This design comes from an exercise in tuning for small area, a short achievable clock period and few clock cycles on the open sky130 flow, not from production work.
RTL that was checked went through simulation tests only; none was proved equivalent to the original.

==> inputs of v33 <==
==> flow/design.v <==
package edge_pkg;
  localparam int LINE_LENGTH    = 16;                           
  localparam int LINE_COUNT     = 6;                            
  localparam int PIX_PER_WORD   = 4;                            
  localparam int WORDS_PER_LINE = LINE_LENGTH / PIX_PER_WORD;   
  typedef logic [7:0]  pixel_t;   
  typedef logic [31:0] word_t;    
  typedef logic [15:0] addr_t;    
  localparam int SRC_BASE = 0;                                  
  localparam int DST_BASE = WORDS_PER_LINE * LINE_COUNT;        
  localparam int LAST_STEP = 49;
endpackage
`timescale 1ns/1ps
module sobel_lane (
  input  logic              clk,
  input  logic [9:0]        s0,    
  input  logic [9:0]        s2,    
  input  logic signed [8:0] d0,    
  input  logic signed [8:0] d1,    
  input  logic signed [8:0] d2,    
  output edge_pkg::pixel_t  pix
);
  logic [10:0] dx;
  logic [10:0] dy;
  logic        sx, sy;         
  logic [7:0]  ax, ay;         
  logic        big;            
  logic        sx_q, sy_q, big_q;
  logic [7:0]  ax_q, ay_q;
  logic [9:0]  u;
  assign dx  = {1'b0, s2} - {1'b0, s0};
  assign dy  = {{2{d0[8]}}, d0} + {{2{d2[8]}}, d2} + {d1[8], d1, 1'b0};
  assign sx  = dx[10];
  assign sy  = dy[10];
  assign ax  = dx[7:0] ^ {8{sx}};
  assign ay  = dy[7:0] ^ {8{sy}};
  assign big = (dx[10:8] != {3{sx}}) || (dy[10:8] != {3{sy}});
  always_ff @(posedge clk) begin
    sx_q  <= sx;
    sy_q  <= sy;
    ax_q  <= ax;
    ay_q  <= ay;
    big_q <= big;
  end
  assign u   = {2'b00, ax_q} + {2'b00, ay_q} + {8'd0, sx_q & sy_q, sx_q ^ sy_q};
  assign pix = (big_q || (u[9:8] != 2'd0)) ? 8'hff : u[7:0];
endmodule
`timescale 1ns/1ps
module line_buffer (
  input  logic                 clk,
  input  logic                 clear,    
  input  logic                 push,     
  input  logic                 vpush,    
  input  edge_pkg::word_t      data_r,
  output logic                 lclamp,   
  output logic                 rclamp,   
  output logic [4:1][7:0]      top,      
  output logic [4:1][7:0]      mid,
  output logic [4:1][7:0]      bot
);
  edge_pkg::word_t q [9];
  logic [31:8]     q9;
  logic [1:0]      widx;     
  logic            row0;     
  always_ff @(posedge clk) begin
    if (clear) begin
      widx   <= 2'd0;
      row0   <= 1'b1;
      lclamp <= 1'b0;
      rclamp <= 1'b0;
    end else if (push) begin
      widx   <= widx + 2'd1;
      lclamp <= (widx == 2'd1);
      rclamp <= (widx == 2'd0);
      if (widx == 2'd3) row0 <= 1'b0;
    end
  end
  always_ff @(posedge clk) begin
    if (push) begin
      q[0] <= vpush ? q[3] : data_r;
      q[1] <= q[0];
      q[2] <= q[1];
      q[3] <= q[2];
      q[4] <= row0 ? data_r : q[3];
      q[5] <= q[4];
      q[6] <= q[5];
      q[7] <= q[6];
      q[8] <= q[7];
      q9   <= q[8][31:8];
    end
  end
  assign bot = {q[0][7:0], q[1][31:8]};
  assign mid = {q[4][7:0], q[5][31:8]};
  assign top = {q[8][7:0], q9};
endmodule
`timescale 1ns/1ps
module acc_control (
  input  logic            clk,
  input  logic            reset,
  input  logic            start,
  output logic            finish,
  output edge_pkg::addr_t addr,
  output logic            en,
  output logic            we,
  output logic            clear,    
  output logic            push,     
  output logic            vpush     
);
  logic       run;       
  logic       fin;       
  logic [3:0] blk;       
  logic [2:0] ph;        
  logic [3:0] blk_n;     
  logic [2:0] ph_n;
  logic [5:0] addr_q;    
  logic [5:0] base_n;    
  logic       last;      
  logic       go;        
  logic       rd_n, wr_n, vr, rd;
  assign last  = (blk == 4'd9) && (ph == 3'd3);
  assign go    = !run && !fin && start;
  assign ph_n  = (ph == 3'd4) ? 3'd0 : ph + 3'd1;
  assign blk_n = (ph == 3'd4) ? blk + 4'd1 : blk;
  function automatic logic blk_write(input logic [3:0] b);
    blk_write = (b == 4'd2) || (b == 4'd4) || (b == 4'd6) || (b == 4'd8) || (b == 4'd9);
  endfunction
  assign wr_n = blk_write(blk_n);
  assign rd_n = !blk_write(blk_n) && !((blk_n == 4'd7) && (ph_n == 3'd4));
  assign rd   = !blk_write(blk) && !((blk == 4'd7) && (ph == 3'd4));
  assign vr   = ((blk == 4'd7) && (ph == 3'd4)) || ((blk == 4'd8) && (ph != 3'd4));
  always_comb begin
    case (blk_n)
      4'd1:    base_n = 6'd5;
      4'd2:    base_n = 6'd24;
      4'd3:    base_n = 6'd10;
      4'd4:    base_n = 6'd29;
      4'd5:    base_n = 6'd15;
      4'd6:    base_n = 6'd34;
      4'd7:    base_n = 6'd20;
      4'd8:    base_n = 6'd39;
      4'd9:    base_n = 6'd44;
      default: base_n = 6'd0;
    endcase
  end
  assign addr  = {10'd0, addr_q};
  assign clear = !run && !fin;
  always_ff @(posedge clk or posedge reset) begin
    if (reset) begin
      run    <= 1'b0;
      fin    <= 1'b0;
      en     <= 1'b0;
      finish <= 1'b0;
    end else begin
      run    <= go || (run && !last);
      fin    <= (run && last) || (fin && start);
      finish <= (run && last) || (finish && start);
      en     <= go || (run && !last && (rd_n || wr_n));
    end
  end
  always_ff @(posedge clk) begin
    push  <= run && (rd || vr);
    vpush <= vr;
    we    <= wr_n;
    if (!run) begin
      blk    <= 4'd0;
      ph     <= 3'd0;
      addr_q <= 6'd0;
    end else begin
      blk    <= blk_n;
      ph     <= ph_n;
      addr_q <= base_n + {3'd0, ph_n};
    end
  end
endmodule
`timescale 1ns/1ps
module edge_acc (
  input  logic            clk,
  input  logic            reset,
  input  logic            start,    
  output logic            finish,   
  output edge_pkg::addr_t addr,
  output logic            en,
  output logic            we,
  output edge_pkg::word_t data_w,
  input  edge_pkg::word_t data_r
);
  logic clear, push, vpush;
  logic lclamp;                   
  logic rclamp;                   
  logic cols_q;                   
  logic [4:1][7:0] top, mid, bot;
  logic [9:0]        s_n [1:4];   
  logic signed [8:0] d_n [1:4];   
  logic [9:0]        s_q [1:4];   
  logic signed [8:0] d_q [1:4];
  logic [9:0]        s_r;         
  logic signed [8:0] d_r;         
  logic [9:0]        s_c;         
  logic signed [8:0] d_c;
  logic [9:0]        s_l;         
  logic signed [8:0] d_l;         
  edge_pkg::pixel_t  lane_pix [4];
  acc_control u_ctrl (
    .clk    (clk),
    .reset  (reset),
    .start  (start),
    .finish (finish),
    .addr   (addr),
    .en     (en),
    .we     (we),
    .clear  (clear),
    .push   (push),
    .vpush  (vpush)
  );
  line_buffer u_lbuf (
    .clk    (clk),
    .clear  (clear),
    .push   (push),
    .vpush  (vpush),
    .data_r (data_r),
    .lclamp (lclamp),
    .rclamp (rclamp),
    .top    (top),
    .mid    (mid),
    .bot    (bot)
  );
  always_comb begin
    for (int c = 1; c < 5; c++) begin
      s_n[c] = {2'b00, top[c]} + {1'b0, mid[c], 1'b0} + {2'b00, bot[c]};
      d_n[c] = {1'b0, top[c]} - {1'b0, bot[c]};
    end
  end
  always_ff @(posedge clk) begin
    for (int c = 1; c < 5; c++) begin
      s_q[c] <= s_n[c];
      d_q[c] <= d_n[c];
    end
    s_r    <= rclamp ? s_n[3] : s_n[4];
    d_r    <= rclamp ? d_n[3] : d_n[4];
    cols_q <= push;
  end
  always_ff @(posedge clk) begin
    if (cols_q) begin
      s_c <= s_q[4];
      d_c <= d_q[4];
      s_l <= lclamp ? s_q[4] : s_q[3];
      d_l <= lclamp ? d_q[4] : d_q[3];
    end
  end
  logic [9:0]        lane_s0 [4];
  logic [9:0]        lane_s2 [4];
  logic signed [8:0] lane_d0 [4];
  logic signed [8:0] lane_d1 [4];
  logic signed [8:0] lane_d2 [4];
  assign lane_s0[0] = s_l;
  assign lane_d0[0] = d_l;
  assign lane_s0[1] = s_c;
  assign lane_d0[1] = d_c;
  assign lane_d1[0] = d_c;
  for (genvar j = 2; j < 4; j++) begin : g_left
    assign lane_s0[j] = s_q[j - 1];
    assign lane_d0[j] = d_q[j - 1];
  end
  for (genvar j = 1; j < 4; j++) begin : g_centre
    assign lane_d1[j] = d_q[j];
  end
  assign lane_s2[3] = s_r;
  assign lane_d2[3] = d_r;
  for (genvar j = 0; j < 3; j++) begin : g_right
    assign lane_s2[j] = s_q[j + 1];
    assign lane_d2[j] = d_q[j + 1];
  end
  for (genvar j = 0; j < 4; j++) begin : g_lane
    sobel_lane u_lane (
      .clk (clk),
      .s0  (lane_s0[j]),
      .s2  (lane_s2[j]),
      .d0  (lane_d0[j]),
      .d1  (lane_d1[j]),
      .d2  (lane_d2[j]),
      .pix (lane_pix[j])
    );
  end
  always_ff @(posedge clk) begin
    for (int j = 0; j < 4; j++) begin
      data_w[8*j +: 8] <= lane_pix[j];   
    end
  end
endmodule
==> flow/flow/run.sh <==
#!/bin/bash
cp standard.sh standard_sh.copy.log
cat flow/extra.mk >> config.mk
bash standard.sh > standard.log 2>&1
==> flow/flow/extra.mk <==
export BUFFER_PORTS_ARGS = -buffer_cell sky130_fd_sc_hd__buf_2
==> flow/standard.sh <==
#!/bin/bash
# synth_recipe.tcl (not shown) runs the flow's synth.tcl, then flattens the netlist and writes it again
# the make line also repeats each setting of config.mk as NAME=value (left out here)
make -C /OpenROAD-flow-scripts/flow DESIGN_CONFIG=/design/flow/config.mk WORK_HOME=/design/flow/orfs CLKGATE_MAP_FILE= SYNTH_SCRIPT=/design/flow/synth_recipe.tcl "${@:-finish}"
==> flow/config.mk <==
export PLATFORM = sky130hd
export DESIGN_NAME = edge_acc
export DESIGN_NICKNAME = edge_acc
export VERILOG_FILES = /design/flow/design.v
export SDC_FILE = /design/flow/constraint.sdc
export NUM_CORES = 4
export LEC_CHECK = 0
export CAP_MARGIN = 20
export CORE_MARGIN = 2
export CORE_UTILIZATION = 55
export CTS_CLUSTER_DIAMETER = 100
export CTS_CLUSTER_SIZE = 30
export SLEW_MARGIN = 20
export BUFFER_PORTS_ARGS = -buffer_cell sky130_fd_sc_hd__buf_2
==> flow/constraint.sdc <==
create_clock -name core_clock -period 11.0 [get_ports {clk}]
set_input_delay 2.2000 -clock core_clock [delete_from_list [all_inputs] [get_ports {clk}]]
set_output_delay 2.2000 -clock core_clock [all_outputs]
set_load 0.01 [all_outputs]
==> v21: changes against v33 <==
--- a/flow/design.v
+++ b/flow/design.v
@@ -27,7 +27,8 @@
   logic        big;            
   logic        sx_q, sy_q, big_q;
   logic [7:0]  ax_q, ay_q;
-  logic [9:0]  u;
+  logic [8:0]  t;
+  logic [8:0]  u;
   assign dx  = {1'b0, s2} - {1'b0, s0};
   assign dy  = {{2{d0[8]}}, d0} + {{2{d2[8]}}, d2} + {d1[8], d1, 1'b0};
   assign sx  = dx[10];
@@ -42,8 +43,9 @@
     ay_q  <= ay;
     big_q <= big;
   end
-  assign u   = {2'b00, ax_q} + {2'b00, ay_q} + {8'd0, sx_q & sy_q, sx_q ^ sy_q};
-  assign pix = (big_q || (u[9:8] != 2'd0)) ? 8'hff : u[7:0];
+  assign t   = {1'b0, ax_q} + {1'b0, ay_q} + {8'd0, sx_q};
+  assign u   = {1'b0, t[7:0]} + {8'd0, sy_q};
+  assign pix = (big_q || t[8] || u[8]) ? 8'hff : u[7:0];
 endmodule
 `timescale 1ns/1ps
 module line_buffer (
@@ -107,18 +109,15 @@
   output logic            vpush     
 );
   logic       run;       
-  logic       fin;       
   logic [3:0] blk;       
   logic [2:0] ph;        
   logic [3:0] blk_n;     
   logic [2:0] ph_n;
-  logic [5:0] addr_q;    
+  logic [5:0] addr_q;
   logic [5:0] base_n;    
   logic       last;      
-  logic       go;        
   logic       rd_n, wr_n, vr, rd;
   assign last  = (blk == 4'd9) && (ph == 3'd3);
-  assign go    = !run && !fin && start;
   assign ph_n  = (ph == 3'd4) ? 3'd0 : ph + 3'd1;
   assign blk_n = (ph == 3'd4) ? blk + 4'd1 : blk;
   function automatic logic blk_write(input logic [3:0] b);
@@ -143,18 +142,26 @@
     endcase
   end
   assign addr  = {10'd0, addr_q};
-  assign clear = !run && !fin;
+  assign clear = !run && !finish;
   always_ff @(posedge clk or posedge reset) begin
     if (reset) begin
       run    <= 1'b0;
-      fin    <= 1'b0;
       en     <= 1'b0;
       finish <= 1'b0;
     end else begin
-      run    <= go || (run && !last);
-      fin    <= (run && last) || (fin && start);
-      finish <= (run && last) || (finish && start);
-      en     <= go || (run && !last && (rd_n || wr_n));
+      if (!run && !finish && start) begin
+        run <= 1'b1;
+        en  <= 1'b1;
+      end else if (run) begin
+        en <= rd_n || wr_n;
+        if (last) begin
+          run    <= 1'b0;
+          finish <= 1'b1;
+          en     <= 1'b0;
+        end
+      end else if (finish && !start) begin
+        finish <= 1'b0;
+      end
     end
   end
   always_ff @(posedge clk) begin
@@ -168,7 +175,7 @@
     end else begin
       blk    <= blk_n;
       ph     <= ph_n;
-      addr_q <= base_n + {3'd0, ph_n};
+      addr_q <= (ph == 3'd4) ? base_n : addr_q + 6'd1;
     end
   end
 endmodule
- CORE_UTILIZATION: 55 -> 30
- CTS_CLUSTER_DIAMETER: 100 -> 80
- CTS_CLUSTER_SIZE: 30 -> 24
==> v4: changes against v33 <==
- CTS_CLUSTER_DIAMETER: 100 -> 80
- CTS_CLUSTER_SIZE: 30 -> 24
==> reports/qor.yml <==
numCtsBuffers: 24
reg2reg_slack_ns: 7.57
die_y_um: 228
outcome: "no timing/DRC/antenna violations"
mostFrequentLayoutCells: "348 x edfxtp_1, 219 x dfxtp_1, 210 x ha_1, 169 x inv_1, 131 x nor2_1"
place_area_mm2: 0.0287
synth_top_cell_area_share_pct: 37.9
met1_usage_pct: 29.1
place_congestion: 0.853
cpPeakStageDelay_ns: 0.47
the above is filed under v33

==> reports/qor.yml <==
numCtsBuffers: 34
place_congestion: 0.840
met1_usage_pct: 16.5
mostFrequentLayoutCells: "348 x edfxtp_1, 216 x dfxtp_1, 201 x ha_1, 194 x inv_1, 126 x xnor2_1"
die_y_um: 305
outcome: "no timing/DRC/antenna violations"
cpPeakStageDelay_ns: 0.42
place_area_mm2: 0.0289
the above is filed under v21

==> reports/qor.yml <==
outcome: "no timing/DRC/antenna violations"
synth_top_cell_area_share_pct: 37.9
met1_usage_pct: 29.4
dr.max_layer_used: "met4"
numCtsBuffers: 36
clkLatencyLatePin_ns: 0.58
mostFrequentLayoutCells: "348 x edfxtp_1, 219 x dfxtp_1, 210 x ha_1, 169 x inv_1, 131 x nor2_1"
synth_edf_count: 348
die_y_um: 228
place_area_mm2: 0.0287
the above is filed under v4

Testbench counts of v21, summed over its fixed seeds: cycles 9,784.
No functional check of the RTL was part of v33 and v4.

-- what the ideal ports hide --
Ports are ideal in the flow. The routed layouts listed here were re-timed in OpenROAD. Step 1 assumes that a clkbuf_16 drives the clock port and a buf_2 every other input. Step 2 adds t to the input delays and takes it off the output delays; t is the mean of the earliest and latest rising clock arrival at the registers after step 1. Input paths then give back, and output paths get back, about the clock's delay inside the block. a / b / c = no drivers / after step 1 / after step 2; a / b = the first two.
| run | shift t [ns] | setup WS [ns] | latest minus earliest clock arrival (ns) | worst slew at a driven data input, ns | cell pins on the clock port's net |
|---|---|---|---|---|---|
| v33 | 0.644 | 7.566 / 7.566 / 7.566 | 0.021 / 0.022 | 0.07 | 1 |
| v21 | 0.649 | 7.604 / 7.543 / 7.780 | 0.042 / 0.042 | 0.10 | 1 |
| v4 | 0.629 | 7.595 / 7.595 / 7.595 | 0.031 / 0.031 | 0.06 | 1 |
After both steps every run listed still meets setup and hold.
